Source: an optimization exercise on an open RTL-to-GDS flow (aim: small area and a short achievable clock period). Production flows keep margins and buffers that such runs may drop.
The RTL was checked by simulation tests, not by an equivalence proof against the original design.
Power and IR drop assume default switching activity.

## cpuPipeline
module cpuPipeline #(
	parameter int dataWidth = 16
) (
	input logic clk,
	input logic rst,
	input logic instrValid,
	input cpuPkg::instr_t instr,
	output logic wbValid,
	output cpuPkg::regAddr_t wbAddr,
	output logic [dataWidth-1:0] wbData
);
	logic [dataWidth-1:0] exRd1, exRd2;
	logic [dataWidth-1:0] exResult;
	cpuPkg::regAddr_t exWriteAddr;
	logic exWriteEn;
	logic exMult;
	logic [cpuPkg::selCount-1:0] exSel;
	logic exSub;
	decodeStage #(.dataWidth(dataWidth)) decodeStage_i (
		.clk(clk), .rst(rst), .instrValid(instrValid), .instr(instr),
		.wbValid(wbValid), .wbAddr(wbAddr), .wbData(wbData),
		.exRd1(exRd1), .exRd2(exRd2), .exResult(exResult),
		.exWriteAddr(exWriteAddr), .exWriteEn(exWriteEn),
		.exMult(exMult), .exSel(exSel), .exSub(exSub)
	);
	executeStage #(.dataWidth(dataWidth)) executeStage_i (
		.clk(clk), .rst(rst),
		.exRd1(exRd1), .exRd2(exRd2),
		.exWriteAddr(exWriteAddr), .exWriteEn(exWriteEn),
		.exMult(exMult), .exSel(exSel), .exSub(exSub),
		.wbValid(wbValid), .wbAddr(wbAddr), .wbData(wbData),
		.exResult(exResult)
	);
endmodule
Size in the first run: ~2300 cells after synthesis, roughly 42 I/O pins, roughly 0.025 mm2 of cells after synthesis.
Settings: LEC_CHECK=0, CAP_MARGIN=20, CORE_MARGIN=2, CORE_UTILIZATION=40, SETUP_SLACK_MARGIN=4.1, SLEW_MARGIN=20; clock period 7.5 ns.
standard.sh (not shown) runs the stock make flow with config.mk's settings and CLKGATE_MAP_FILE= SYNTH_SCRIPT=/design/flow/synth_recipe.tcl, a recipe that flattens the netlist after the stock synthesis.
==> flow/flow/run.sh <==
#!/bin/bash
# The standard layout (standard.sh, standard synthesis included) with two
# changes: the port buffers are buf_4 cells rather than the delay cells
# buffer_ports picks by itself, and clock tree synthesis adds no dummy loads and
# clusters up to 20 registers per leaf buffer.
set -euo pipefail
export BUFFER_PORTS_ARGS="-buffer_cell sky130_fd_sc_hd__buf_4"
export CTS_ARGS="-sink_clustering_enable -repair_clock_nets -dont_use_dummy_load -sink_clustering_size 20 -sink_clustering_max_diameter 100"
bash standard.sh > standard.log 2>&1
The starting point went through all stages and came out clean.
Next try:
SETUP_SLACK_MARGIN = 4.25   (was 4.1)
After rerunning: Routed wire length goes up by 1.1%; design area goes up by 2.6%; sequential cell count stays the same; final cell count goes up by 1.2%; synthesized cell count does not change; clock skew goes down by 6.7 ps; power goes up by 2.4%; fmax barely changes; non-clock buffer count goes up by 38; hold slack improved by 4.9 ps; setup slack improved by 9.6 ps.

Setup of run A:
Another version of the RTL of cpuPipeline (not shown whole).
Size: ~2300 cells after synthesis, roughly 410 flip-flops, roughly 26000 sq um of cells after synthesis.
export LEC_CHECK = 0
export CAP_MARGIN = 20
export CORE_MARGIN = 2
export CORE_UTILIZATION = 40
export SETUP_SLACK_MARGIN = 4.7
export SLEW_MARGIN = 20
create_clock -name core_clock -period 7.5 [get_ports {clk}]
Scripts as last shown in full above: flow/flow/run.sh
Both conditions hold for run A: the flow ran to the end and the final layout passed the timing, DRC and antenna checks.
> inputs changed (run A -> run B)
-- flow/config.mk --
<<< run A, line 9
export CORE_MARGIN = 2
export CORE_UTILIZATION = 40
export SETUP_SLACK_MARGIN = 4.7
export SLEW_MARGIN = 20
>>> run B, line 9
export CORE_MARGIN = 2
export CORE_UTILIZATION = 40
export SETUP_SLACK_MARGIN = 4.1
export SLEW_MARGIN = 20
Findings:
- Time the worst path needs with I/O delays and setup: run B vs run A up 60 ps
- Non-clock buffer count went down by more than 10% going from run A to run B.
- On total wire length after detailed routing: between run B and run A, it ends up lower for run B.
- Against run A as the reference, run B delivers a lower static power due to leakage.
The following lists how run C was set up differently from run B:
-- flow/config.mk --
<<< run B, line 9
export CORE_MARGIN = 2
export CORE_UTILIZATION = 40
export SETUP_SLACK_MARGIN = 4.1
export SLEW_MARGIN = 20
>>> run C, line 9
export CORE_MARGIN = 2
export CORE_UTILIZATION = 40
export SETUP_SLACK_MARGIN = 3.8
export SLEW_MARGIN = 20
[summary]
The number of inserted diodes of run C is lower than that of run B. Taking run B as the reference, in run C fraction of the mapped netlist area in adder cells has remained practically unchanged; fmax has decreased; final worst setup slack has decreased; first-pass GRT wire length has decreased; post-route fraction of the period consumed by the critical path has increased. Core utilization: run C lower than run B. The number of buffers inserted by hold repair at cts was comparable across run C and run B. Wire length per cell ends up higher on run C. Run C vs run B: non-filler instance count after layout down. The routed wire length of run C falls short of that of run B by 1000 microns.
### run C -> run D
-- flow/config.mk --
<<< run C, line 9
export CORE_MARGIN = 2
export CORE_UTILIZATION = 40
export SETUP_SLACK_MARGIN = 3.8
export SLEW_MARGIN = 20
>>> run D, line 9
export CORE_MARGIN = 2
export CORE_UTILIZATION = 40
export SETUP_SLACK_MARGIN = 3.95
export SLEW_MARGIN = 20
### Flow results
- The adder and majority gate portion of the synthesized area of run D and that of run C are within noise of each other.
- The met2 global-route usage on run D is in line with that on run C.
- nor4_1 as the worst-path cell with the longest stage delay was reported by run C, and fa_1 by run D.
- Run D -> run C: net switching fraction of the power flat
- [compare] base=run C new=run D: register share of total power lower, hold slack roughly the same, final wirelength higher.
- Of the two values seen for end point of the critical path, decodeStage_i.exRd2[15] was produced by run C and decodeStage_i.exRd2[9] by run D.

Another version of the RTL of cpuPipeline (not shown whole).
For scale: roughly 2300 cells after synthesis, about 42 I/O pins, about 25000 um^2 of cells after synthesis.
make LEC_CHECK=0 CAP_MARGIN=20 CORE_MARGIN=2 CORE_UTILIZATION=40 SETUP_SLACK_MARGIN=4.0 SLEW_MARGIN=20 finish   # period 7.5 ns
run.sh (not shown) runs the stock make flow with config.mk's settings and CLKGATE_MAP_FILE= SYNTH_SCRIPT=/design/flow/synth_recipe.tcl, a recipe that flattens the netlist after the stock synthesis.
Stock flow here: none of the scripts above is used.
Rerun with:
- SETUP_SLACK_MARGIN: 4.0 -> not set
Effect: The changed run ran to the end with no violations. Total power came out lower by a few percent. Synthesized cell count does not change. Routed wire length came out lower by a few percent. Clock power came out lower by a few percent. Cell area came out lower by roughly a tenth. First-iteration DRC count came out lower by a few percent. Combinational power came out lower by roughly a tenth. Global-route usage came out lower by 1.4 points. Final cell count came out lower by a few percent. Die area is unchanged.

[re-timing with driven ports]
The results above use ideal ports. As a check the final layouts listed here were re-extracted and re-timed, cells and wires unchanged. Step 1: set_driving_cell puts a clkbuf_16 on clk and a buf_2 on each other input, an assumption about the parent block. Step 2 also shifts input and output timing later by t, the mid clock arrival at the registers, as if the neighbouring blocks saw the same clock. Slacks: ideal ports / drivers / drivers and shift; pairs: ideal ports / drivers.
run	t, ns	slack for setup (ns)	worst setup path at the end	slew at the worst register clock pin (ns)	pins driven straight from the clock port
the first run of note 1	0.635	3.862 / 3.862 / 3.342	input to register	0.09 / 0.09	1
the second run of note 1	0.623	3.872 / 3.872 / 3.458	input to register	0.09 / 0.09	1
run A	0.639	4.034 / 4.034 / 3.580	input to register	0.09 / 0.09	1
run B	0.635	3.974 / 3.974 / 3.519	input to register	0.09 / 0.09	1
run C	0.639	3.731 / 3.731 / 3.312	input to register	0.09 / 0.09	1
run D	0.639	3.877 / 3.877 / 3.442	input to register	0.10 / 0.10	1
the first run of note 3	0.657	3.287 / 3.287 / 3.287	register to register	0.07 / 0.07	1
the second run of note 3	0.659	2.350 / 2.350 / 2.350	register to register	0.07 / 0.07	1
After both steps setup and hold are still met in every run listed. For the first run of note 1, which loses most, drivers alone change the setup slack by 0.000 ns; drivers and shift together by -0.520 ns.
